Background: an optimization exercise with open tools, aiming at a short achievable clock period and few clock cycles per item. Do not read the settings as production practice.
The RTL was checked by simulation tests, not by an equivalence proof against the original design.
Power is estimated from default activity; no workload was simulated.

--- flow/design.v ---
package ahb_sram_pkg;
  localparam int HADDR_W = 32;
  localparam int HDATA_W = 32;
  localparam int HBE_W   = HDATA_W / 8;
  typedef logic [HADDR_W-1:0]   haddr_t;
  typedef logic [HDATA_W-1:0]   hdata_t;
  typedef logic [HBE_W-1:0]     hbe_t;
  typedef logic [HADDR_W-3:0]   word_idx_t;
  typedef enum logic [1:0] {
    HTRANS_IDLE   = 2'b00,
    HTRANS_BUSY   = 2'b01,
    HTRANS_NONSEQ = 2'b10,
    HTRANS_SEQ    = 2'b11
  } htrans_e;
  typedef enum logic [2:0] {
    HSIZE_BYTE  = 3'b000,
    HSIZE_HWORD = 3'b001,
    HSIZE_WORD  = 3'b010
  } hsize_e;
  typedef enum logic {
    HRESP_OKAY  = 1'b0,
    HRESP_ERROR = 1'b1
  } hresp_e;
  typedef struct packed {
    logic      we;
    hbe_t      be;
    word_idx_t idx;
  } mem_wr_t;
  typedef struct packed {
    logic      re;
    word_idx_t idx;
    logic      bypass;
  } mem_rd_t;
  function automatic hbe_t lane_enables(hsize_e size, logic [1:0] offset);
    hbe_t mask;
    case (size)
      3'b000:  mask = 4'b0001;
      3'b001:  mask = 4'b0011;
      default:     mask = 4'b1111;
    endcase
    lane_enables = mask << offset;
  endfunction
endpackage
`timescale 1ns/1ps
module ahb_sram_dec4_n (
  input  logic [3:0]  a,
  output logic [15:0] y_n
);
  for (genvar j = 0; j < 16; j++) begin : g_out
    assign y_n[j] = ~(a == j);
  end
endmodule
module ahb_sram_addr_phase (
  input  logic                  HCLK,
  input  logic                  HRESETn,
  input  logic                  HSEL,
  input  ahb_sram_pkg::haddr_t  HADDR,
  input  logic                  HWRITE,
  input  ahb_sram_pkg::hsize_e  HSIZE,
  input  ahb_sram_pkg::htrans_e HTRANS,
  input  logic                  HREADY,
  output logic [3:0][15:0]      wr_lo_n,
  output logic [3:0][15:0]      wr_hi_n,
  output logic [3:0][15:0]      rd_lo_n,
  output logic [3:0][15:0]      rd_hi_n,
  output logic [3:0]            rd_bypass
);
  logic               active;
  logic               wr_accept;
  logic               wr_we;
  ahb_sram_pkg::hbe_t be;
  ahb_sram_pkg::hbe_t wr_be;
  logic [7:0]         idx;
  logic [7:0]         phase_idx;
  logic               same_word;
  assign active    = HSEL && HTRANS[1];
  assign wr_accept = HREADY && active && HWRITE;
  assign idx = HADDR[9:2];
  assign be  = ahb_sram_pkg::lane_enables(HSIZE, HADDR[1:0]);
  always_ff @(posedge HCLK or negedge HRESETn) begin
    if (!HRESETn) begin
      wr_we <= 1'b0;
    end else begin
      wr_we <= wr_accept;
    end
  end
  always_ff @(posedge HCLK) begin
    wr_be     <= be;
    phase_idx <= idx;
  end
  for (genvar b = 0; b < 4; b++) begin : g_wr_lane
    logic [15:0] lo_n;
    logic [15:0] hi_n;
    ahb_sram_dec4_n u_dec_lo (
      .a   (idx[3:0]),
      .y_n (lo_n)
    );
    ahb_sram_dec4_n u_dec_hi (
      .a   (idx[7:4]),
      .y_n (hi_n)
    );
    always_ff @(posedge HCLK or negedge HRESETn) begin
      if (!HRESETn) begin
        wr_lo_n[b] <= '1;
      end else begin
        wr_lo_n[b] <= lo_n | {16{!(wr_accept && be[b])}};
      end
    end
    always_ff @(posedge HCLK) begin
      wr_hi_n[b] <= hi_n;
    end
  end
  for (genvar b = 0; b < 4; b++) begin : g_rd_lane
    ahb_sram_dec4_n u_dec_lo (
      .a   (idx[3:0]),
      .y_n (rd_lo_n[b])
    );
    ahb_sram_dec4_n u_dec_hi (
      .a   (idx[7:4]),
      .y_n (rd_hi_n[b])
    );
  end
  assign same_word = wr_we && (phase_idx == idx);
  assign rd_bypass = same_word ? wr_be : 4'b0000;
endmodule
`timescale 1ns/1ps
module ahb_sram_aoi22 (
  input  logic a1,
  input  logic a2,
  input  logic b1,
  input  logic b2,
  output logic y
);
  assign y = ~((a1 & a2) | (b1 & b2));
endmodule
module ahb_sram_nand2 (
  input  logic a,
  input  logic b,
  output logic y
);
  assign y = ~(a & b);
endmodule
module ahb_sram_nor2 (
  input  logic a,
  input  logic b,
  output logic y
);
  assign y = ~(a | b);
endmodule
module ahb_sram_rd_bit (
  input  logic [255:0] sel,
  input  logic [255:0] d,
  output logic         y
);
  logic [7:0][255:0] lvl;
  for (genvar k = 0; k < 128; k++) begin : g_l1
    ahb_sram_aoi22 u_aoi (
      .a1 (sel[2*k]),
      .a2 (d[2*k]),
      .b1 (sel[2*k+1]),
      .b2 (d[2*k+1]),
      .y  (lvl[1][k])
    );
  end
  for (genvar l = 2; l <= 7; l++) begin : g_lvl
    for (genvar k = 0; k < (256 >> l); k++) begin : g_node
      if (l % 2 == 0) begin : g_nand
        ahb_sram_nand2 u_g (
          .a (lvl[l-1][2*k]),
          .b (lvl[l-1][2*k+1]),
          .y (lvl[l][k])
        );
      end else begin : g_nor
        ahb_sram_nor2 u_g (
          .a (lvl[l-1][2*k]),
          .b (lvl[l-1][2*k+1]),
          .y (lvl[l][k])
        );
      end
    end
  end
  ahb_sram_nand2 u_word (
    .a (lvl[7][0]),
    .b (lvl[7][1]),
    .y (y)
  );
endmodule
module sram_1r1w (
  input  logic                  HCLK,
  input  logic [3:0][15:0]      wr_lo_n,
  input  logic [3:0][15:0]      wr_hi_n,
  input  ahb_sram_pkg::hdata_t  wdata,
  input  logic [3:0][15:0]      rd_lo_n,
  input  logic [3:0][15:0]      rd_hi_n,
  input  logic [3:0]            rd_bypass,
  output ahb_sram_pkg::hdata_t  rdata
);
  logic [255:0][31:0] mem;
  logic [3:0][255:0]  wr_en;
  logic [3:0][255:0]  rd_sel;
  logic [31:0]        rd_word;
  for (genvar b = 0; b < 4; b++) begin : g_lane
    for (genvar i = 0; i < 256; i++) begin : g_word
      ahb_sram_nor2 u_wr (
        .a (wr_lo_n[b][i % 16]),
        .b (wr_hi_n[b][i / 16]),
        .y (wr_en[b][i])
      );
      ahb_sram_nor2 u_rd (
        .a (rd_lo_n[b][i % 16]),
        .b (rd_hi_n[b][i / 16]),
        .y (rd_sel[b][i])
      );
      always_ff @(posedge HCLK) begin
        if (wr_en[b][i]) begin
          mem[i][8*b +: 8] <= wdata[8*b +: 8];
        end
      end
    end
  end
  for (genvar n = 0; n < 32; n++) begin : g_bit
    logic [255:0] col;
    for (genvar i = 0; i < 256; i++) begin : g_col
      assign col[i] = mem[i][n];
    end
    ahb_sram_rd_bit u_rd (
      .sel (rd_sel[n / 8]),
      .d   (col),
      .y   (rd_word[n])
    );
  end
  logic [31:0] rd_q;
  logic [31:0] wd_q;
  logic [3:0]  byp_q;
  logic [3:0]  keep_q;
  logic [31:0] rd_keep_n;
  logic [31:0] wd_pick_n;
  always_ff @(posedge HCLK) begin
    rd_q   <= rd_word;
    wd_q   <= wdata;
    byp_q  <= rd_bypass;
    keep_q <= ~rd_bypass;
  end
  for (genvar n = 0; n < 32; n++) begin : g_out
    ahb_sram_nand2 u_keep (
      .a (rd_q[n]),
      .b (keep_q[n / 8]),
      .y (rd_keep_n[n])
    );
    ahb_sram_nand2 u_pick (
      .a (wd_q[n]),
      .b (byp_q[n / 8]),
      .y (wd_pick_n[n])
    );
    ahb_sram_nand2 u_out (
      .a (rd_keep_n[n]),
      .b (wd_pick_n[n]),
      .y (rdata[n])
    );
  end
endmodule
`timescale 1ns/1ps
module ahb_sram_resp (
  output logic HREADYOUT
);
  assign HREADYOUT = 1'b1;
endmodule
`timescale 1ns/1ps
module ahb_sram #(
  parameter int MEM_DEPTH         = 256,
  parameter bit REGISTERED_OUTPUT = 1'b0
) (
  input  logic                  HCLK,
  input  logic                  HRESETn,
  input  logic                  HSEL,
  input  ahb_sram_pkg::haddr_t  HADDR,
  input  ahb_sram_pkg::hdata_t  HWDATA,
  output ahb_sram_pkg::hdata_t  HRDATA,
  input  logic                  HWRITE,
  input  ahb_sram_pkg::hsize_e  HSIZE,
  input  logic [2:0]            HBURST,
  input  logic [3:0]            HPROT,
  input  ahb_sram_pkg::htrans_e HTRANS,
  input  logic                  HMASTLOCK,
  input  logic                  HREADY,
  output logic                  HREADYOUT,
  output ahb_sram_pkg::hresp_e  HRESP
);
  logic [3:0][15:0] wr_lo_n;
  logic [3:0][15:0] wr_hi_n;
  logic [3:0][15:0] rd_lo_n;
  logic [3:0][15:0] rd_hi_n;
  logic [3:0]       rd_bypass;
  assign HRESP = ahb_sram_pkg::HRESP_OKAY;
  ahb_sram_addr_phase u_addr_phase (
    .HCLK      (HCLK),
    .HRESETn   (HRESETn),
    .HSEL      (HSEL),
    .HADDR     (HADDR),
    .HWRITE    (HWRITE),
    .HSIZE     (HSIZE),
    .HTRANS    (HTRANS),
    .HREADY    (HREADY),
    .wr_lo_n   (wr_lo_n),
    .wr_hi_n   (wr_hi_n),
    .rd_lo_n   (rd_lo_n),
    .rd_hi_n   (rd_hi_n),
    .rd_bypass (rd_bypass)
  );
  sram_1r1w u_sram (
    .HCLK      (HCLK),
    .wr_lo_n   (wr_lo_n),
    .wr_hi_n   (wr_hi_n),
    .wdata     (HWDATA),
    .rd_lo_n   (rd_lo_n),
    .rd_hi_n   (rd_hi_n),
    .rd_bypass (rd_bypass),
    .rdata     (HRDATA)
  );
  ahb_sram_resp u_resp (
    .HREADYOUT (HREADYOUT)
  );
endmodule
--- flow/config.mk ---
export PLATFORM = sky130hd
export DESIGN_NAME = ahb_sram
export DESIGN_NICKNAME = ahb_sram
export VERILOG_FILES = /design/flow/design.v
export SDC_FILE = /design/flow/constraint.sdc
export NUM_CORES = 8
export LEC_CHECK = 0
export ABC_CLOCK_PERIOD_IN_PS = 2000
export CAP_MARGIN = 20
export CORE_MARGIN = 2
export CORE_UTILIZATION = 45
export SETUP_SLACK_MARGIN = 3.5
export SLEW_MARGIN = 20
export SYNTH_HIERARCHICAL = 1
--- flow/constraint.sdc ---
create_clock -name core_clock -period 6.0 [get_ports {HCLK}]
set_input_delay 1.2000 -clock core_clock [delete_from_list [all_inputs] [get_ports {HCLK}]]
set_output_delay 1.2000 -clock core_clock [all_outputs]
set_load 0.01 [all_outputs]
--- flow/run.sh ---
#!/bin/bash
# synth_recipe.tcl (not shown) runs the flow's synth.tcl, then flattens the netlist and writes it again
# the make line also repeats each setting of config.mk as NAME=value (left out here)
make -C /OpenROAD-flow-scripts/flow DESIGN_CONFIG=/design/flow/config.mk WORK_HOME=/design/flow/orfs CLKGATE_MAP_FILE= SYNTH_SCRIPT=/design/flow/synth_recipe.tcl finish
==> flow_results.xml, run 1 <==
<?xml version="1.0" encoding="UTF-8"?>
<metrics>
  <group name="status">
    <metric name="outcome" unit="">no timing/DRC/antenna violations</metric>
  </group>
  <group name="power_and_ir_drop">
    <metric name="total_power" unit="W">0.119</metric>
    <metric name="power_density" unit="nW/µm²">303</metric>
    <metric name="vdd_drop_max" unit="mV">0.354</metric>
    <metric name="total_leakage_power" unit="nW">126</metric>
  </group>
  <group name="detailed_routing">
    <metric name="drt_iter0_markers" unit="">19100</metric>
    <metric name="via_per_inst" unit="">5.72</metric>
    <metric name="first_pass_iters" unit="">8</metric>
    <metric name="finalWirelength" unit="mm">889</metric>
    <metric name="route.detailed.drc" unit="">0</metric>
    <metric name="dr_wl_cell" unit="µm">28.0</metric>
    <metric name="post_route_ant_nets" unit="">0</metric>
    <metric name="dr_total_vias" unit="">181000</metric>
  </group>
  <group name="logic_synthesis">
    <metric name="synth_cells" unit="">19100</metric>
    <metric name="synth_most_common_cell" unit="">sky130_fd_sc_hd__edfxtp_1</metric>
    <metric name="async_reset_ff_share" unit="%">0.773</metric>
    <metric name="synth_top_cells_by_area" unit="">sky130_fd_sc_hd__edfxtp_1 75%, sky130_fd_sc_hd__a22oi_2 16%, sky130_fd_sc_hd__nor2_1 3.9%</metric>
    <metric name="mappedNetlistArea" unit="µm²">329000</metric>
    <metric name="synth-edff-count" unit="">8192</metric>
    <metric name="ys_warn_count" unit="">8</metric>
    <metric name="synth.yosys.seq_area_share" unit="%">76.2</metric>
    <metric name="ys_ff_latch" unit="">8405</metric>
    <metric name="synthesis.area_per_instance" unit="µm²">17.2</metric>
    <metric name="netlist.top_cell.by_area" unit="">sky130_fd_sc_hd__edfxtp_1</metric>
    <metric name="unique_cell_type_count_in_the_yosys_netlist" unit="">31</metric>
    <metric name="synth_commonest_cells" unit="">8192 x sky130_fd_sc_hd__edfxtp_1, 4096 x sky130_fd_sc_hd__a22oi_2, 3395 x sky130_fd_sc_hd__nor2_1</metric>
    <metric name="synth.net_count" unit="">19200</metric>
    <metric name="ys_dominant_reg_cell" unit="">sky130_fd_sc_hd__edfxtp_1</metric>
    <metric name="yosysTopAreaCellShare" unit="%">74.8</metric>
  </group>
  <group name="setup_path">
    <metric name="crit-reg2reg-capture" unit="">u_sram.mem[1357]</metric>
    <metric name="worst_setup_path_end_kind" unit="">output port</metric>
    <metric name="worst_endpoint_required_time" unit="ps">4800</metric>
    <metric name="worstRegToRegCells" unit="">1</metric>
    <metric name="critical-path-slowest-cell" unit="">sky130_fd_sc_hd__dfxtp_4</metric>
    <metric name="crit_path_frequent_cell" unit="">sky130_fd_sc_hd__nand2_4</metric>
    <metric name="timing.critical_path.fanout_max" unit="">8</metric>
    <metric name="regToRegSetupSlack" unit="ps">3760</metric>
    <metric name="setup.worst_path.start" unit="">u_sram.keep_q[1]</metric>
    <metric name="cp_capture_point" unit="">HRDATA[9]</metric>
    <metric name="r2r-start" unit="">u_addr_phase.wr_lo_n[26]</metric>
    <metric name="worstSetupStartpointType" unit="">register</metric>
    <metric name="crit_type" unit="">register to output port</metric>
    <metric name="worstPathCellList" unit="">nand2_4 &gt; nand2_4 &gt; buf_6</metric>
    <metric name="timing.critical_path.arrival" unit="ps">1920</metric>
    <metric name="max_stage_delay" unit="ps">490</metric>
  </group>
  <group name="clock_tree">
    <metric name="clock_tree.root_cell" unit="">sky130_fd_sc_hd__clkbuf_16</metric>
    <metric name="clock_tree_from_tritoncts" unit="">built</metric>
    <metric name="clkLatencyLatePin" unit="ps">1160</metric>
    <metric name="cts_made_buffers" unit="">821</metric>
    <metric name="clkSinkCount" unit="">8405</metric>
    <metric name="cts-root-to-sink-buffers" unit="">4</metric>
    <metric name="worst_setup_hold_path_clk_slew" unit="ps">60</metric>
    <metric name="ctsHtreeMaxLevel" unit="">6</metric>
  </group>
  <group name="grt">
    <metric name="grt_use_total" unit="%">23.2</metric>
    <metric name="aggregate_global_routing_overflow" unit="">0</metric>
    <metric name="largest_net_degree_at_the_start_of_global_routing" unit="">161</metric>
    <metric name="grt_pass1_vias" unit="">180000</metric>
    <metric name="wire_length_of_the_first_global_routing_pass" unit="mm">1260</metric>
    <metric name="grt_antenna_before_repair" unit="">35</metric>
  </group>
  <group name="finish">
    <metric name="fillerInstances" unit="">57300</metric>
    <metric name="share_of_post_route_cells_with_drive_strength_above_1" unit="%">38.3</metric>
    <metric name="syn2layout_area_growth" unit="%">19.5</metric>
    <metric name="final_net_count" unit="">21400</metric>
  </group>
  <group name="placement">
    <metric name="port_buffers" unit="">82</metric>
    <metric name="dp_hpwl" unit="mm">501</metric>
    <metric name="gp_congestion" unit="">0.826</metric>
  </group>
  <group name="timing">
    <metric name="layout_worst_path_cycle_share" unit="%">52.1</metric>
    <metric name="setup_viol" unit="">0</metric>
    <metric name="timing.final.max_slew_violations" unit="">0</metric>
    <metric name="rsz0062_at_grt" unit="">yes</metric>
    <metric name="finClkSkew" unit="ps">36.0</metric>
    <metric name="timing_hold_violations_final" unit="">0</metric>
    <metric name="worst_slew_pin_slew" unit="ps">1220</metric>
    <metric name="period_needed" unit="ps">3120</metric>
    <metric name="slew-limit-headroom" unit="%">18.4</metric>
    <metric name="tns" unit="ps">0</metric>
    <metric name="achievable-frequency" unit="GHz">0.320</metric>
  </group>
  <group name="flow_run">
    <metric name="max_cap_check_violation_count" unit="">0</metric>
  </group>
  <group name="floorplan">
    <metric name="die_h" unit="µm">859</metric>
    <metric name="core_area" unit="µm²">730000</metric>
    <metric name="std_cell_rows" unit="">314</metric>
    <metric name="io_pins" unit="">116</metric>
    <metric name="floorplan.die.width" unit="µm">859</metric>
    <metric name="die-area" unit="µm²">738000</metric>
    <metric name="initial_utilization" unit="%">45.1</metric>
  </group>
  <group name="worst_hold_path">
    <metric name="min_path_type" unit="">input port to async pin</metric>
  </group>
</metrics>
## cells by family after synthesis
logic type	after synthesis	share of synthesized area (%)
buf+inv	79	0.130
flops	8405	76.2
xor+xnor	8	0.0213
other cells	2	0.00228
compound gates	4103	15.6
simple gates	6541	8.03
## what timing repair did
action / in CTS / in global routing
pin swaps: 267 / 462
buffers inserted: 546 / 304
setup endpoints to repair: 68 / 76
hold buffers: 0 / 0
gates resized for setup: 2040 / 863
gates cloned: 25 / 17
## cell type report
cell class,count,area [µm²],share of cell area [%]
repair buffers,1460,17000,4.32
clock inverters,414,4010,1.02
clock buffers,1108,22500,5.72
inverters,9,33.8,0.00860
well taps,9638,12100,3.07
diodes,17,42.5,0.0108
flip-flops and latches,8405,251000,63.8
multi-input cells,10700,86600,22.0
## where the power goes
group          total [W]  switching [W]  internal, W
registers         0.0646       0.000150       0.0645
clock network     0.0509         0.0219       0.0290
logic            0.00353        0.00255     0.000974
total              0.119         0.0246       0.0944
## through the flow
step	hold WS (ps)	util, %	setup WS, ps	cell area [µm²]	instances
after floorplan	413	-	2930	329000	19100
final	228	53.9	2880	393000	31700
after global routing	217	53.9	2790	393000	31700
after CTS	128	53.0	2770	386000	31400
after detailed placement	601	47.5	754	346000	29300
after global placement	608	47.4	776	346000	29300
## modules after synthesis (local to each module, per instance), excerpt
module               cells inside  copies in the design  area [µm²]
ahb_sram                        2                     1        11.3
ahb_sram_addr_phase           242                     1        3890
ahb_sram_aoi22                  1                  4096        12.5
ahb_sram_dec4_n                20                    16         186
ahb_sram_nand2                  1                  2816        3.75
ahb_sram_nor2                   1                  3392        3.75
ahb_sram_resp                   2                     1        11.3
sram_1r1w                    8268                     1      247000
## metal layers
metal  vias up  part of all wire, %  GRT usage [%]
li1      80300                    -              -
met1     93600                   41           32.0
met2      6120                   49           38.5
met3      1327                  6.7           3.22
met4        10                  3.2           6.80
met5         -               0.0078              0
## worst min path at each step
stage	from	to	slack [ps]	cells past startpoint
after global routing	HRESETn	u_addr_phase.wr_we	220	1
after floorplan	u_addr_phase.wr_be[0]	u_sram.byp_q[0]	410	2
after CTS	HRESETn	u_addr_phase.wr_we	130	1
final	HRESETn	u_addr_phase.wr_we	230	1
after global placement	u_addr_phase.wr_be[3]	u_sram.byp_q[3]	610	2
after detailed placement	u_addr_phase.wr_be[3]	u_sram.byp_q[3]	600	2
## registers in the layout (all words and copies together) (netlist names)
name	cells
u_sram.rd_q	32
u_addr_phase.phase_idx	8
u_sram.wd_q	32
u_sram.mem	8192
u_addr_phase.wr_lo_n	64
u_addr_phase.wr_hi_n	64
u_sram.byp_q	4
u_addr_phase.wr_we	1
u_sram.keep_q	4
u_addr_phase.wr_be	4
## critical path, delay by kind of cell, from the launching register on
kind / cells / cell delay (ps)
flops: 1 / 490
simple gates: 2 / 190
buf+inv: 1 / 100
## cell usage in the layout, fill, tap and decap left out, drive strengths merged, types with 63 or more instances in the layout
cell type	instances
bufinv	63
edfxtp	8192
nor2	3395
dfstp	64
nand4bb	99
a22oi	4096
nand4b	64
nand2	2818
or4b	69
clkbuf	1122
buf	1428
clkinv	310
dfxtp	148
Testbench counts, summed over its fixed seeds: cycles 160,008, items 160,000.
==> inputs of run 2 (changes only) <==
--- a/flow/design.v
+++ b/flow/design.v
@@ -186,4 +186,39 @@
   );
 endmodule
+module ahb_sram_out_bit (
+  input  logic HCLK,
+  input  logic rd,
+  input  logic wd,
+  input  logic bypass,
+  output logic y
+);
+  logic rd_q;
+  logic wd_q;
+  logic byp_q;
+  logic keep_q;
+  logic rd_keep_n;
+  logic wd_pick_n;
+  always_ff @(posedge HCLK) begin
+    rd_q   <= rd;
+    wd_q   <= wd;
+    byp_q  <= bypass;
+    keep_q <= ~bypass;
+  end
+  ahb_sram_nand2 u_keep (
+    .a (rd_q),
+    .b (keep_q),
+    .y (rd_keep_n)
+  );
+  ahb_sram_nand2 u_pick (
+    .a (wd_q),
+    .b (byp_q),
+    .y (wd_pick_n)
+  );
+  ahb_sram_nand2 u_out (
+    .a (rd_keep_n),
+    .b (wd_pick_n),
+    .y (y)
+  );
+endmodule
 module sram_1r1w (
   input  logic                  HCLK,
@@ -230,31 +265,11 @@
     );
   end
-  logic [31:0] rd_q;
-  logic [31:0] wd_q;
-  logic [3:0]  byp_q;
-  logic [3:0]  keep_q;
-  logic [31:0] rd_keep_n;
-  logic [31:0] wd_pick_n;
-  always_ff @(posedge HCLK) begin
-    rd_q   <= rd_word;
-    wd_q   <= wdata;
-    byp_q  <= rd_bypass;
-    keep_q <= ~rd_bypass;
-  end
   for (genvar n = 0; n < 32; n++) begin : g_out
-    ahb_sram_nand2 u_keep (
-      .a (rd_q[n]),
-      .b (keep_q[n / 8]),
-      .y (rd_keep_n[n])
-    );
-    ahb_sram_nand2 u_pick (
-      .a (wd_q[n]),
-      .b (byp_q[n / 8]),
-      .y (wd_pick_n[n])
-    );
-    ahb_sram_nand2 u_out (
-      .a (rd_keep_n[n]),
-      .b (wd_pick_n[n]),
-      .y (rdata[n])
+    ahb_sram_out_bit u_out (
+      .HCLK   (HCLK),
+      .rd     (rd_word[n]),
+      .wd     (wdata[n]),
+      .bypass (rd_bypass[n / 8]),
+      .y      (rdata[n])
     );
   end
==> run 2 against run 1 <==
Against the previous run: flip-flop and latch count up 56; die area up 0.37%; final cell count up 0.81%; maximum frequency up 4.0%; synthesized cell count up 0.44%.
==> flow_results.xml, run 2 <==
<?xml version="1.0" encoding="UTF-8"?>
<metrics>
  <group name="power_and_ir_drop">
    <metric name="power.share.sequential" unit="%">54.4</metric>
    <metric name="total_power" unit="W">0.119</metric>
    <metric name="internal-power" unit="W">0.0947</metric>
    <metric name="p_sw_share" unit="%">20.7</metric>
    <metric name="total_leakage_power" unit="nW">126</metric>
    <metric name="comb_power_share" unit="%">3.0</metric>
    <metric name="vdd_drop_max" unit="mV">0.322</metric>
    <metric name="power_density" unit="nW/µm²">303</metric>
    <metric name="switching_power" unit="W">0.0247</metric>
    <metric name="power_frac_clock" unit="%">42.5</metric>
  </group>
  <group name="floorplan">
    <metric name="die-area" unit="µm²">740000</metric>
    <metric name="io_pins" unit="">116</metric>
    <metric name="core_area" unit="µm²">731000</metric>
    <metric name="die_h" unit="µm">861</metric>
    <metric name="initial_utilization" unit="%">45.2</metric>
    <metric name="floorplan.die.width" unit="µm">861</metric>
    <metric name="std_cell_rows" unit="">314</metric>
  </group>
  <group name="finish">
    <metric name="share_of_post_route_cells_with_drive_strength_above_1" unit="%">38.6</metric>
    <metric name="fillerInstances" unit="">57600</metric>
    <metric name="register_bank_with_the_most_flops" unit="">u_sram.mem</metric>
    <metric name="largest_registers" unit="">u_sram.mem: 8192 flops, u_addr_phase.wr_hi_n: 64 flops, u_addr_phase.wr_lo_n: 64 flops</metric>
    <metric name="final_area" unit="µm²">394000</metric>
    <metric name="sequential_cell_area" unit="µm²">252000</metric>
    <metric name="final_cell_mix" unit="">8192 x sky130_fd_sc_hd__edfxtp_1, 4096 x sky130_fd_sc_hd__a22oi_2, 2511 x sky130_fd_sc_hd__nand2_1</metric>
    <metric name="fin_cells" unit="">32000</metric>
    <metric name="area_taken_by_multi_input_logic_gates" unit="µm²">86700</metric>
    <metric name="syn2layout_area_growth" unit="%">19.4</metric>
    <metric name="final_net_count" unit="">21500</metric>
    <metric name="largest_register_ff_count" unit="">8192</metric>
    <metric name="layout.cells.most_common" unit="">sky130_fd_sc_hd__edfxtp_1</metric>
  </group>
  <group name="detailed_routing">
    <metric name="route.detailed.drc" unit="">0</metric>
    <metric name="finalWirelength" unit="mm">906</metric>
    <metric name="dr_wl_cell" unit="µm">28.3</metric>
    <metric name="post_route_ant_nets" unit="">0</metric>
    <metric name="via_per_inst" unit="">5.72</metric>
    <metric name="first_pass_iters" unit="">6</metric>
    <metric name="dr_total_vias" unit="">183000</metric>
    <metric name="drt_iter0_markers" unit="">19200</metric>
  </group>
  <group name="logic_synthesis">
    <metric name="synthesis.area_per_instance" unit="µm²">17.2</metric>
    <metric name="unique_cell_type_count_in_the_yosys_netlist" unit="">31</metric>
    <metric name="synth_top_cells_by_area" unit="">sky130_fd_sc_hd__edfxtp_1 75%, sky130_fd_sc_hd__a22oi_2 16%, sky130_fd_sc_hd__nor2_1 3.9%</metric>
    <metric name="xor_xnor_cell_area_share_of_the_yosys_netlist" unit="%">0.0212</metric>
    <metric name="synth_most_common_cell" unit="">sky130_fd_sc_hd__edfxtp_1</metric>
    <metric name="synth_top_family_by_area" unit="">compound AO/OA/AOI/OAI gates</metric>
    <metric name="synth_compound_area_share" unit="%">15.5</metric>
    <metric name="synth_commonest_cells" unit="">8192 x sky130_fd_sc_hd__edfxtp_1, 4096 x sky130_fd_sc_hd__a22oi_2, 3395 x sky130_fd_sc_hd__nor2_1</metric>
    <metric name="ys_ff_latch" unit="">8461</metric>
    <metric name="synth_cells" unit="">19200</metric>
    <metric name="muxShareOfSynthArea" unit="%">0</metric>
    <metric name="async_reset_ff_share" unit="%">0.768</metric>
    <metric name="post_synthesis_share_of_cell_area_spent_on_full_adders_half_adders_and_majority_gates" unit="%">0</metric>
    <metric name="yosys.area_share.simple" unit="%">8.00</metric>
    <metric name="synth.yosys.seq_area_share" unit="%">76.3</metric>
    <metric name="synth-edff-count" unit="">8192</metric>
    <metric name="ys_warn_count" unit="">9</metric>
    <metric name="netlist.top_cell.by_area" unit="">sky130_fd_sc_hd__edfxtp_1</metric>
    <metric name="mappedNetlistArea" unit="µm²">330000</metric>
    <metric name="yosysTopAreaCellShare" unit="%">74.5</metric>
    <metric name="synth.net_count" unit="">19300</metric>
    <metric name="ys_dominant_reg_cell" unit="">sky130_fd_sc_hd__edfxtp_1</metric>
  </group>
  <group name="status">
    <metric name="outcome" unit="">no timing/DRC/antenna violations</metric>
  </group>
  <group name="setup_path">
    <metric name="timing.critical_path.arrival" unit="ps">1810</metric>
    <metric name="crit_type" unit="">register to output port</metric>
    <metric name="worst_setup_path_end_kind" unit="">output port</metric>
    <metric name="worst_endpoint_required_time" unit="ps">4800</metric>
    <metric name="timing.critical_path.fanout_max" unit="">1</metric>
    <metric name="worstSetupStartpointType" unit="">register</metric>
  </group>
  <group name="clock_tree">
    <metric name="cts_made_buffers" unit="">846</metric>
    <metric name="ctsHtreeMaxLevel" unit="">6</metric>
    <metric name="cts-root-to-sink-buffers" unit="">4</metric>
    <metric name="clock_tree.root_cell" unit="">sky130_fd_sc_hd__clkbuf_16</metric>
    <metric name="clock_tree_from_tritoncts" unit="">built</metric>
    <metric name="clkLatencyLatePin" unit="ps">1150</metric>
    <metric name="clkSinkCount" unit="">8461</metric>
    <metric name="worst_setup_hold_path_clk_slew" unit="ps">60</metric>
  </group>
  <group name="timing">
    <metric name="timing.final.max_slew_violations" unit="">0</metric>
    <metric name="tns" unit="ps">0</metric>
    <metric name="timing_hold_violations_final" unit="">0</metric>
    <metric name="worst_slew_pin_slew" unit="ps">1230</metric>
    <metric name="layout_worst_path_cycle_share" unit="%">50.1</metric>
    <metric name="finClkSkew" unit="ps">41.4</metric>
    <metric name="rsz0062_at_grt" unit="">yes</metric>
    <metric name="slew-limit-headroom" unit="%">17.8</metric>
    <metric name="setup_viol" unit="">0</metric>
    <metric name="period_needed" unit="ps">3010</metric>
    <metric name="achievable-frequency" unit="GHz">0.333</metric>
  </group>
  <group name="flow_run">
    <metric name="max_cap_check_violation_count" unit="">0</metric>
  </group>
  <group name="placement">
    <metric name="place.detailed.instances" unit="">29500</metric>
    <metric name="port_buffers" unit="">82</metric>
    <metric name="gp_congestion" unit="">0.805</metric>
    <metric name="placedInstanceArea" unit="µm²">348000</metric>
    <metric name="dp_hpwl" unit="mm">507</metric>
  </group>
  <group name="grt">
    <metric name="wire_length_of_the_first_global_routing_pass" unit="mm">1280</metric>
    <metric name="grt_antenna_before_repair" unit="">38</metric>
    <metric name="largest_net_degree_at_the_start_of_global_routing" unit="">162</metric>
    <metric name="grt_pass1_vias" unit="">181000</metric>
    <metric name="aggregate_global_routing_overflow" unit="">0</metric>
    <metric name="grt_use_total" unit="%">23.6</metric>
  </group>
  <group name="worst_hold_path">
    <metric name="min_path_type" unit="">input port to register</metric>
  </group>
</metrics>
run 2: repair_timing:
item | in CTS | in global routing
pin swaps | 318 | 527
endpoints found under the hold margin | 7 | 0
endpoints found under the setup margin | 89 | 92
hold buffers | 1 | 0
resized for setup | 2235 | 840
setup buffers | 521 | 281
cloned | 34 | 8
run 2: worst max-delay path, stage by stage (launching register included):
cell and delay (ps):
sky130_fd_sc_hd__dfxtp_2 320, sky130_fd_sc_hd__nand2_2 60, sky130_fd_sc_hd__nand2_4 140, sky130_fd_sc_hd__buf_6 120
run 2: worst paths after layout:
path                                              startpoint                          to  slack [ps]  cells after the start
max in group asynchronous                            HRESETn          u_addr_phase.wr_we        4280                      3
min in group asynchronous                            HRESETn    u_addr_phase.wr_lo_n[40]         790                      2
worst min-delay path                               HWDATA[7]  u_sram.g_out[7].u_out.wd_q         370                      1
worst max-delay path            u_sram.g_out[5].u_out.keep_q                   HRDATA[5]        2990                      3
worst max register to register      u_addr_phase.wr_lo_n[23]            u_sram.mem[2798]        3770                      1
worst min register to register              u_sram.mem[5409]  u_sram.g_out[1].u_out.rd_q         740                      8
run 2: final cells by class:
type / instances / area share, %
Clock buffer: 1114 / 5.81
Clock inverter: 450 / 0.913
Timing Repair Buffer: 1436 / 4.23
Tap cell: 9796 / 3.11
Antenna cell: 15 / 0.00952
Inverter: 37 / 0.0352
Sequential cell: 8461 / 63.9
Multi-Input combinational cell: 10700 / 22.0
run 2: through the flow:
step	worst slack [ps]	utilization, %	hold WS [ps]
finish	2990	53.9	367
global route	2910	53.9	308
floorplan	2930	-	502
global placement	610	47.6	721
detailed placement	743	47.6	713
CTS	2870	53.1	269
run 2: modules after synthesis, one instance, submodules excluded, excerpt:
| module | cell area (µm²) | cells inside |
|---|---|---|
| sram_1r1w | 246000 | 8192 |
| ahb_sram_addr_phase | 3890 | 242 |
| ahb_sram_aoi22 | 12.5 | 1 |
| ahb_sram_nor2 | 3.75 | 1 |
| ahb_sram_dec4_n | 186 | 20 |
| ahb_sram_resp | 11.3 | 2 |
| ahb_sram_out_bit | 83.8 | 5 |
| ahb_sram | 11.3 | 2 |
| ahb_sram_nand2 | 3.75 | 1 |
run 2: kinds of logic after synthesis:
family / Yosys count
DFF: 8461
and+or+nand+nor: 6541
AOI/OAI and AO/OA: 4103
buffers and inverters: 107
xor gates and xnor gates: 8
other: 2
run 2: power groups by stage:
stage                     combinational (W)  clock [W]  sequential, W
after floorplan                    0.000650          0         0.0661
after global placement              0.00273          0         0.0662
after detailed placement            0.00278          0         0.0662
after CTS                           0.00346     0.0516         0.0650
after global routing                0.00380     0.0538         0.0650
final                               0.00364     0.0508         0.0650
run 2: layer usage:
metal  vias to the layer above  wire (µm)  global-route usage [%]
li1                      80600          -                       -
met4                         6      31500                    7.27
met3                      1403      63100                    3.44
met2                      6648     433000                    38.4
met1                     94100     378000                    33.2
met5                         -         40                       0
Testbench counts of run 2, summed over its fixed seeds: cycles 160,008, items 160,000.
==> inputs of run 3 (changes only) <==
--- a/flow/config.mk
+++ b/flow/config.mk
@@ -9,5 +9,6 @@
 export CAP_MARGIN = 20
 export CORE_MARGIN = 2
-export CORE_UTILIZATION = 45
+export CORE_UTILIZATION = 65
+export PLACE_DENSITY = 0.72
 export SETUP_SLACK_MARGIN = 3.5
 export SLEW_MARGIN = 20
==> run 3 against run 2 <==
Against the previous run: largest cell class unchanged; register-to-register slack got worse by 60 ps; highest routed layer unchanged; critical path type unchanged; still clean on timing, DRC and antenna; area after synthesis unchanged; sequential share of layout area increased by 0.84 points; non-clock buffer count decreased by 6; first-iteration DRC count increased by 27%; count of clock-buffer cells in the layout decreased by 9.
==> flow_results.xml, run 3 <==
<?xml version="1.0" encoding="UTF-8"?>
<metrics>
  <group name="status">
    <metric name="outcome" unit="">no timing/DRC/antenna violations</metric>
  </group>
  <group name="logic_synthesis">
    <metric name="ys_ff_latch" unit="">8461</metric>
    <metric name="netlist.top_cell.by_area" unit="">sky130_fd_sc_hd__edfxtp_1</metric>
    <metric name="synth_top_cells_by_area" unit="">sky130_fd_sc_hd__edfxtp_1 75%, sky130_fd_sc_hd__a22oi_2 16%, sky130_fd_sc_hd__nor2_1 3.9%</metric>
    <metric name="ys_warn_count" unit="">9</metric>
    <metric name="mappedNetlistArea" unit="µm²">330000</metric>
    <metric name="synth.yosys.seq_area_share" unit="%">76.3</metric>
    <metric name="async_reset_ff_share" unit="%">0.768</metric>
    <metric name="synth.net_count" unit="">19300</metric>
    <metric name="synthesis.area_per_instance" unit="µm²">17.2</metric>
    <metric name="synth_cells" unit="">19200</metric>
    <metric name="ys_dominant_reg_cell" unit="">sky130_fd_sc_hd__edfxtp_1</metric>
    <metric name="synth_most_common_cell" unit="">sky130_fd_sc_hd__edfxtp_1</metric>
    <metric name="yosysTopAreaCellShare" unit="%">74.5</metric>
    <metric name="synth_commonest_cells" unit="">8192 x sky130_fd_sc_hd__edfxtp_1, 4096 x sky130_fd_sc_hd__a22oi_2, 3395 x sky130_fd_sc_hd__nor2_1</metric>
    <metric name="synth-edff-count" unit="">8192</metric>
    <metric name="unique_cell_type_count_in_the_yosys_netlist" unit="">31</metric>
  </group>
  <group name="timing">
    <metric name="rsz0062_at_grt" unit="">yes</metric>
    <metric name="slew-limit-headroom" unit="%">14.3</metric>
    <metric name="layout_worst_path_cycle_share" unit="%">49.7</metric>
    <metric name="setup_viol" unit="">0</metric>
    <metric name="worst_slew_pin_slew" unit="ps">1290</metric>
    <metric name="finClkSkew" unit="ps">35.9</metric>
    <metric name="period_needed" unit="ps">2980</metric>
    <metric name="achievable-frequency" unit="GHz">0.335</metric>
    <metric name="timing_hold_violations_final" unit="">0</metric>
    <metric name="tns" unit="ps">0</metric>
    <metric name="timing.final.max_slew_violations" unit="">0</metric>
    <metric name="worst_hold_slack" unit="ps">242</metric>
  </group>
  <group name="setup_path">
    <metric name="worst_setup_path_end_kind" unit="">output port</metric>
    <metric name="timing.critical_path.fanout_max" unit="">1</metric>
    <metric name="crit_type" unit="">register to output port</metric>
    <metric name="worstSetupStartpointType" unit="">register</metric>
    <metric name="worst_endpoint_required_time" unit="ps">4800</metric>
    <metric name="timing.critical_path.arrival" unit="ps">1780</metric>
  </group>
  <group name="power_and_ir_drop">
    <metric name="comb_power_share" unit="%">3.0</metric>
    <metric name="internal-power" unit="W">0.0940</metric>
    <metric name="power.share.sequential" unit="%">55.1</metric>
    <metric name="total_leakage_power" unit="nW">126</metric>
    <metric name="p_sw_share" unit="%">20.4</metric>
    <metric name="switching_power" unit="W">0.0240</metric>
    <metric name="vdd_drop_max" unit="mV">0.298</metric>
    <metric name="power_frac_clock" unit="%">41.9</metric>
    <metric name="power_density" unit="nW/µm²">303</metric>
  </group>
  <group name="clock_tree">
    <metric name="worst_setup_hold_path_clk_slew" unit="ps">60</metric>
    <metric name="holdBufCountCts" unit="">0</metric>
    <metric name="cts-root-to-sink-buffers" unit="">4</metric>
    <metric name="cts_made_buffers" unit="">810</metric>
    <metric name="clock_tree_from_tritoncts" unit="">built</metric>
    <metric name="clock_tree.root_cell" unit="">sky130_fd_sc_hd__clkbuf_16</metric>
    <metric name="clkLatencyLatePin" unit="ps">1150</metric>
    <metric name="ctsHtreeMaxLevel" unit="">6</metric>
    <metric name="clkSinkCount" unit="">8461</metric>
  </group>
  <group name="finish">
    <metric name="share_of_post_route_cells_with_drive_strength_above_1" unit="%">38.5</metric>
    <metric name="largest_register_ff_count" unit="">8192</metric>
    <metric name="layout.cells.most_common" unit="">sky130_fd_sc_hd__edfxtp_1</metric>
    <metric name="register_bank_with_the_most_flops" unit="">u_sram.mem</metric>
    <metric name="final_cell_mix" unit="">8192 x sky130_fd_sc_hd__edfxtp_1, 4096 x sky130_fd_sc_hd__a22oi_2, 2479 x sky130_fd_sc_hd__nand2_1</metric>
    <metric name="final_net_count" unit="">21500</metric>
    <metric name="syn2layout_area_growth" unit="%">17.9</metric>
    <metric name="largest_registers" unit="">u_sram.mem: 8192 flops, u_addr_phase.wr_hi_n: 64 flops, u_addr_phase.wr_lo_n: 64 flops</metric>
  </group>
  <group name="floorplan">
    <metric name="core_area" unit="µm²">506000</metric>
    <metric name="die_h" unit="µm">717</metric>
    <metric name="initial_utilization" unit="%">65.3</metric>
    <metric name="std_cell_rows" unit="">261</metric>
    <metric name="die-area" unit="µm²">514000</metric>
    <metric name="io_pins" unit="">116</metric>
    <metric name="floorplan.die.width" unit="µm">717</metric>
  </group>
  <group name="worst_hold_path">
    <metric name="min_path_type" unit="">input port to async pin</metric>
  </group>
  <group name="detailed_routing">
    <metric name="dr_total_vias" unit="">188000</metric>
    <metric name="first_pass_iters" unit="">6</metric>
    <metric name="via_per_inst" unit="">6.51</metric>
    <metric name="route.detailed.drc" unit="">0</metric>
    <metric name="dr_wl_cell" unit="µm">30.3</metric>
    <metric name="post_route_ant_nets" unit="">0</metric>
    <metric name="finalWirelength" unit="mm">872</metric>
    <metric name="drt_iter0_markers" unit="">24400</metric>
  </group>
  <group name="grt">
    <metric name="grt_antenna_before_repair" unit="">38</metric>
    <metric name="largest_net_degree_at_the_start_of_global_routing" unit="">188</metric>
    <metric name="grt_pass1_vias" unit="">182000</metric>
    <metric name="grt_use_total" unit="%">33.1</metric>
    <metric name="wire_length_of_the_first_global_routing_pass" unit="mm">1230</metric>
    <metric name="aggregate_global_routing_overflow" unit="">0</metric>
  </group>
  <group name="placement">
    <metric name="dp_hpwl" unit="mm">481</metric>
    <metric name="gp_congestion" unit="">0.859</metric>
    <metric name="port_buffers" unit="">82</metric>
  </group>
  <group name="flow_run">
    <metric name="max_cap_check_violation_count" unit="">0</metric>
  </group>
</metrics>
==> run 3: layout make-up <==
class                           instances  area (µm²)
Antenna cell                           18        45.0
Clock buffer                         1105       22600
Clock inverter                        398        3160
Fill cell                           27800      116000
Inverter                               37         139
Multi-Input combinational cell      10700       86700
Sequential cell                      8461      252000
Tap cell                             6706        8390
Timing Repair Buffer                 1430       16200
==> run 3: per-module statistics from Yosys, one instance, submodules excluded, excerpt <==
module,cells inside,flops+latches
ahb_sram_nor2,1,0
ahb_sram_out_bit,5,4
ahb_sram_dec4_n,20,0
ahb_sram_nand2,1,0
ahb_sram_addr_phase,242,141
sram_1r1w,8192,8192
ahb_sram,2,0
ahb_sram_resp,2,0
ahb_sram_aoi22,1,0
==> run 3: timing repair <==
action | in CTS | in global routing
pin swaps | 246 | 552
buffers inserted | 474 | 298
gates resized for setup | 2106 | 953
gates cloned | 27 | 11
setup endpoints to repair | 118 | 70
==> run 3: critical path, stage by stage (launching register included) <==
cell                      delay [ps]
sky130_fd_sc_hd__dfxtp_4         390
sky130_fd_sc_hd__nand2_1          90
sky130_fd_sc_hd__nand2_2          80
sky130_fd_sc_hd__buf_6           100
==> run 3: final timing paths <==
kind                                                   from                           to  slack [ps]  depth (start not counted)
worst max-delay path            u_sram.g_out[12].u_out.rd_q                   HRDATA[12]        3020                          3
worst min-delay path                                HRESETn           u_addr_phase.wr_we         240                          1
worst max register to register     u_addr_phase.wr_lo_n[36]             u_sram.mem[7315]        3710                          1
worst min register to register             u_sram.mem[2412]  u_sram.g_out[12].u_out.rd_q         730                          8
max in group asynchronous                           HRESETn           u_addr_phase.wr_we        5180                          1
min in group core_clock                           HWDATA[2]   u_sram.g_out[2].u_out.wd_q         330                          1
==> run 3: cells by family (layout without fill, tap and decap cells) <==
family                    count (synthesis)  after routing  share of synthesized area (%)
and+or+nand+nor                        6541           6547                           8.00
DFF                                    8461           8461                           76.3
other                                     2             20                        0.00227
buffers and inverters                   107           2970                          0.161
xor gates and xnor gates                  8              8                         0.0212
AOI/OAI and AO/OA                      4103           4103                           15.5
==> run 3: layer usage <==
layer | vias up | global-route usage (%) | share of wire (%)
li1 | 80300 | - | -
met1 | 95400 | 47.1 | 38
met2 | 10100 | 51.8 | 47
met3 | 1773 | 6.36 | 11
met4 | 18 | 12.2 | 4.2
met5 | - | 0 | 0.011
==> run 3: power by group through the flow <==
| stage | clock [W] | combinational [W] | sequential, W |
|---|---|---|---|
| after CTS | 0.0498 | 0.00325 | 0.0650 |
| final | 0.0494 | 0.00352 | 0.0650 |
| after global routing | 0.0522 | 0.00364 | 0.0650 |
| after floorplan | 0 | 0.000650 | 0.0661 |
| after global placement | 0 | 0.00260 | 0.0662 |
| after detailed placement | 0 | 0.00266 | 0.0662 |
==> run 3: per-stage QoR <==
step	util (%)	setup WS [ps]	power, W	cells	area (µm²)
after global routing	77.0	2960	0.121	28800	389000
after global placement	68.1	812	0.0688	26500	344000
after detailed placement	68.1	831	0.0689	26500	344000
after CTS	75.7	2930	0.118	28500	383000
final	77.0	3020	0.118	28800	389000
after floorplan	-	2930	0.0668	19200	330000
==> inputs of run 4 (changes only) <==
--- a/flow/design.v
+++ b/flow/design.v
@@ -47,6 +47,31 @@
   output logic [15:0] y_n
 );
+  logic [3:0] a_n;
+  logic [3:0] p0;
+  logic [3:0] p1;
+  for (genvar k = 0; k < 4; k++) begin : g_inv
+    ahb_sram_inv u_inv (
+      .a (a[k]),
+      .y (a_n[k])
+    );
+  end
+  for (genvar j = 0; j < 4; j++) begin : g_pre
+    ahb_sram_nor2 u_p0 (
+      .a ((j % 2) ? a_n[0] : a[0]),
+      .b ((j / 2) ? a_n[1] : a[1]),
+      .y (p0[j])
+    );
+    ahb_sram_nor2 u_p1 (
+      .a ((j % 2) ? a_n[2] : a[2]),
+      .b ((j / 2) ? a_n[3] : a[3]),
+      .y (p1[j])
+    );
+  end
   for (genvar j = 0; j < 16; j++) begin : g_out
-    assign y_n[j] = ~(a == j);
+    ahb_sram_nand2 u_out (
+      .a (p0[j % 4]),
+      .b (p1[j / 4]),
+      .y (y_n[j])
+    );
   end
 endmodule
@@ -134,4 +159,10 @@
   assign y = ~((a1 & a2) | (b1 & b2));
 endmodule
+module ahb_sram_inv (
+  input  logic a,
+  output logic y
+);
+  assign y = ~a;
+endmodule
 module ahb_sram_nand2 (
   input  logic a,
--- a/flow/config.mk
+++ b/flow/config.mk
@@ -9,6 +9,5 @@
 export CAP_MARGIN = 20
 export CORE_MARGIN = 2
-export CORE_UTILIZATION = 65
-export PLACE_DENSITY = 0.72
+export CORE_UTILIZATION = 45
 export SETUP_SLACK_MARGIN = 3.5
 export SLEW_MARGIN = 20
==> run 4 against run 3 <==
Against the previous run: die area is 44% higher; final cell count is 11% higher; sequential share of layout area is 0.32 points lower; maximum frequency is 2.1% lower; count of clock-buffer cells in the layout is 15 lower; largest power group unchanged.
==> flow_results.xml, run 4 <==
<?xml version="1.0" encoding="UTF-8"?>
<metrics>
  <group name="timing">
    <metric name="period_needed" unit="ps">3050</metric>
    <metric name="rsz0062_at_grt" unit="">yes</metric>
    <metric name="tns" unit="ps">0</metric>
    <metric name="worst_slew_pin_slew" unit="ps">1250</metric>
    <metric name="layout_worst_path_cycle_share" unit="%">50.8</metric>
    <metric name="achievable-frequency" unit="GHz">0.328</metric>
    <metric name="slew-limit-headroom" unit="%">16.5</metric>
    <metric name="worst_hold_slack" unit="ps">140</metric>
    <metric name="timing.final.max_slew_violations" unit="">0</metric>
    <metric name="setup_viol" unit="">0</metric>
    <metric name="timing_hold_violations_final" unit="">0</metric>
    <metric name="finClkSkew" unit="ps">53.0</metric>
  </group>
  <group name="grt">
    <metric name="grt_pass1_vias" unit="">179000</metric>
    <metric name="aggregate_global_routing_overflow" unit="">0</metric>
    <metric name="wire_length_of_the_first_global_routing_pass" unit="mm">1240</metric>
    <metric name="largest_net_degree_at_the_start_of_global_routing" unit="">183</metric>
    <metric name="grt_antenna_before_repair" unit="">29</metric>
    <metric name="grt_use_total" unit="%">22.8</metric>
  </group>
  <group name="clock_tree">
    <metric name="clock_tree_from_tritoncts" unit="">built</metric>
    <metric name="cts_made_buffers" unit="">838</metric>
    <metric name="ctsHtreeMaxLevel" unit="">6</metric>
    <metric name="worst_setup_hold_path_clk_slew" unit="ps">70</metric>
    <metric name="clkLatencyLatePin" unit="ps">1180</metric>
    <metric name="clock_tree.root_cell" unit="">sky130_fd_sc_hd__clkbuf_16</metric>
    <metric name="clkSinkCount" unit="">8461</metric>
    <metric name="cts-root-to-sink-buffers" unit="">4</metric>
  </group>
  <group name="logic_synthesis">
    <metric name="synth_cells" unit="">19400</metric>
    <metric name="synth_top_cells_by_area" unit="">sky130_fd_sc_hd__edfxtp_1 75%, sky130_fd_sc_hd__a22oi_2 16%, sky130_fd_sc_hd__nor2_1 4.0%</metric>
    <metric name="synth.yosys.seq_area_share" unit="%">76.6</metric>
    <metric name="synth.net_count" unit="">19400</metric>
    <metric name="netlist.top_cell.by_area" unit="">sky130_fd_sc_hd__edfxtp_1</metric>
    <metric name="ys_dominant_reg_cell" unit="">sky130_fd_sc_hd__edfxtp_1</metric>
    <metric name="synthesis.area_per_instance" unit="µm²">17.0</metric>
    <metric name="ys_warn_count" unit="">9</metric>
    <metric name="yosysTopAreaCellShare" unit="%">74.8</metric>
    <metric name="synth-edff-count" unit="">8192</metric>
    <metric name="unique_cell_type_count_in_the_yosys_netlist" unit="">25</metric>
    <metric name="synth_commonest_cells" unit="">8192 x sky130_fd_sc_hd__edfxtp_1, 4096 x sky130_fd_sc_hd__a22oi_2, 3523 x sky130_fd_sc_hd__nor2_1</metric>
    <metric name="synth_most_common_cell" unit="">sky130_fd_sc_hd__edfxtp_1</metric>
    <metric name="ys_ff_latch" unit="">8461</metric>
    <metric name="mappedNetlistArea" unit="µm²">329000</metric>
    <metric name="async_reset_ff_share" unit="%">0.768</metric>
  </group>
  <group name="detailed_routing">
    <metric name="first_pass_iters" unit="">6</metric>
    <metric name="finalWirelength" unit="mm">877</metric>
    <metric name="dr_wl_cell" unit="µm">27.5</metric>
    <metric name="drt_iter0_markers" unit="">18900</metric>
    <metric name="route.detailed.drc" unit="">0</metric>
    <metric name="via_per_inst" unit="">5.67</metric>
    <metric name="dr_total_vias" unit="">181000</metric>
    <metric name="post_route_ant_nets" unit="">0</metric>
  </group>
  <group name="setup_path">
    <metric name="worstSetupStartpointType" unit="">register</metric>
    <metric name="regToRegSetupSlack" unit="ps">3740</metric>
    <metric name="timing.critical_path.fanout_max" unit="">1</metric>
    <metric name="worst_setup_path_end_kind" unit="">output port</metric>
    <metric name="timing.critical_path.arrival" unit="ps">1850</metric>
    <metric name="crit_type" unit="">register to output port</metric>
    <metric name="worst_endpoint_required_time" unit="ps">4800</metric>
  </group>
  <group name="power_and_ir_drop">
    <metric name="total_leakage_power" unit="nW">126</metric>
    <metric name="power_density" unit="nW/µm²">305</metric>
    <metric name="total_power" unit="W">0.119</metric>
    <metric name="vdd_drop_max" unit="mV">0.343</metric>
  </group>
  <group name="placement">
    <metric name="place.detailed.instances" unit="">29800</metric>
    <metric name="gp_congestion" unit="">0.828</metric>
    <metric name="dp_hpwl" unit="mm">509</metric>
    <metric name="port_buffers" unit="">82</metric>
  </group>
  <group name="floorplan">
    <metric name="core_area" unit="µm²">730000</metric>
    <metric name="die-area" unit="µm²">738000</metric>
    <metric name="floorplan.die.width" unit="µm">859</metric>
    <metric name="die_h" unit="µm">859</metric>
    <metric name="initial_utilization" unit="%">45.1</metric>
    <metric name="std_cell_rows" unit="">314</metric>
    <metric name="io_pins" unit="">116</metric>
  </group>
  <group name="finish">
    <metric name="share_of_post_route_cells_with_drive_strength_above_1" unit="%">37.4</metric>
    <metric name="fillerInstances" unit="">57600</metric>
    <metric name="final_net_count" unit="">21600</metric>
    <metric name="register_bank_with_the_most_flops" unit="">u_sram.mem</metric>
    <metric name="largest_registers" unit="">u_sram.mem: 8192 flops, u_addr_phase.wr_hi_n: 64 flops, u_addr_phase.wr_lo_n: 64 flops</metric>
    <metric name="layout.cells.most_common" unit="">sky130_fd_sc_hd__edfxtp_1</metric>
    <metric name="fin_cells" unit="">31900</metric>
    <metric name="final_cell_mix" unit="">8192 x sky130_fd_sc_hd__edfxtp_1, 4096 x sky130_fd_sc_hd__a22oi_2, 2719 x sky130_fd_sc_hd__nand2_1</metric>
    <metric name="syn2layout_area_growth" unit="%">18.9</metric>
    <metric name="largest_register_ff_count" unit="">8192</metric>
  </group>
  <group name="worst_hold_path">
    <metric name="min_path_type" unit="">input port to async pin</metric>
  </group>
  <group name="status">
    <metric name="outcome" unit="">no timing/DRC/antenna violations</metric>
  </group>
  <group name="flow_run">
    <metric name="max_cap_check_violation_count" unit="">0</metric>
  </group>
</metrics>
-- run 4: what timing repair did --
item,CTS,global route
setup endpoints to repair,80,83
cloned,2,6
pin swaps,184,413
hold buffers,0,0
setup buffers,212,320
resized for setup,1860,1134
hold endpoints to repair,0,0
-- run 4: logic make-up after synthesis --
logic type / synth area share, %
XOR/XNOR: 0.0213
flip-flops: 76.6
AND/OR/NAND/NOR: 7.67
AO/OA/AOI/OAI: 15.6
other: 0.00228
buffers and inverters: 0.126
-- run 4: modules after synthesis, one instance, submodules excluded, excerpt --
module / area, µm² / copies in the design
ahb_sram_resp: 11.3 / 1
ahb_sram_inv: 3.75 / 64
ahb_sram_out_bit: 83.8 / 32
ahb_sram_nand2: 3.75 / 3072
ahb_sram_addr_phase: 3890 / 1
sram_1r1w: 246000 / 1
ahb_sram_nor2: 3.75 / 3520
ahb_sram: 11.3 / 1
-- run 4: through the flow --
stage	setup slack (ps)	utilization, %	cell area [µm²]
3_3_place_gp	681	47.7	348000
4_1_cts	2860	52.6	383000
5_1_grt	2880	53.6	391000
6_report	2950	53.6	391000
2_1_floorplan	3190	-	329000
3_5_place_dp	670	47.7	348000
-- run 4: worst max-delay path: stages, from the launching register on --
cell	delay [ps]
sky130_fd_sc_hd__dfxtp_2	320
sky130_fd_sc_hd__nand2_2	70
sky130_fd_sc_hd__nand2_4	140
sky130_fd_sc_hd__buf_6	130
-- run 4: where the power goes --
part	internal [W]	switching (W)	total (W)
clock	0.0288	0.0222	0.0510
combinational	0.000818	0.00247	0.00329
sequential	0.0649	0.000158	0.0650
-- run 4: final cells by class --
type / count / area, µm² / area share [%]
flip-flops and latches: 8461 / 252000 / 64.4
repair buffers: 1339 / 14400 / 3.69
inverters: 101 / 428 / 0.109
clock buffers: 1090 / 22600 / 5.77
well taps: 9638 / 12100 / 3.08
multi-input cells: 10800 / 85400 / 21.9
clock inverters: 455 / 4180 / 1.07
diodes: 9 / 22.5 / 0.00576
-- run 4: path summary, 6_finish.rpt --
kind,endpoint,from,depth (start not counted)
hold reg to reg,u_sram.g_out[12].u_out.rd_q,u_sram.mem[7084],8
min in group core_clock,u_sram.g_out[7].u_out.wd_q,HWDATA[7],1
hold / removal,u_addr_phase.wr_lo_n[50],HRESETn,1
setup / recovery,HRDATA[3],u_sram.g_out[3].u_out.keep_q,3
max in group asynchronous,u_addr_phase.wr_lo_n[2],HRESETn,2
setup reg to reg,u_sram.mem[3998],u_addr_phase.wr_lo_n[60],1
-- run 4: metal layers --
metal | GRT usage (%) | up-vias | wire length [µm] | share of wire (%)
met5 | 0 | - | 43 | 0.0049
met4 | 6.50 | 6 | 27800 | 3.2
met3 | 3.12 | 1248 | 57500 | 6.6
met1 | 32.1 | 93300 | 370000 | 42
met2 | 37.3 | 5927 | 422000 | 48
li1 | - | 80200 | - | -
Testbench counts of run 4, summed over its fixed seeds: cycles 160,008, items 160,000.

-- port drivers added, routing unchanged --
The results above use ideal ports. As a check the final layouts listed here were re-extracted and re-timed, cells and wires unchanged. Step 1, drivers: a clkbuf_16 drives HCLK and a buf_2 each remaining input, both assumed. Step 2, shift: input delay + t, output delay - t, t = (earliest + latest rising clock arrival at the registers) / 2. This alone moves slack from input paths to output paths. a / b / c = ideal ports / drivers / drivers and shift; a / b = the first two.
run | shift t [ns] | setup WS [ns] | clock arrival spread, ns | worst data-port slew with drivers (ns)
run 1 | 1.272 | 2.876 / 2.748 / 1.662 | 0.051 / 0.052 | 0.69
run 2 | 1.262 | 2.995 / 2.866 / 1.710 | 0.061 / 0.061 | 0.67
run 3 | 1.268 | 3.017 / 2.884 / 1.622 | 0.046 / 0.046 | 0.73
run 4 | 1.279 | 2.955 / 2.830 / 1.695 | 0.059 / 0.058 | 0.61
After both steps setup and hold are still met in every run listed. The setup slack of run 3, which loses most, moves by -0.133 ns with the drivers and by -1.395 ns with both steps.
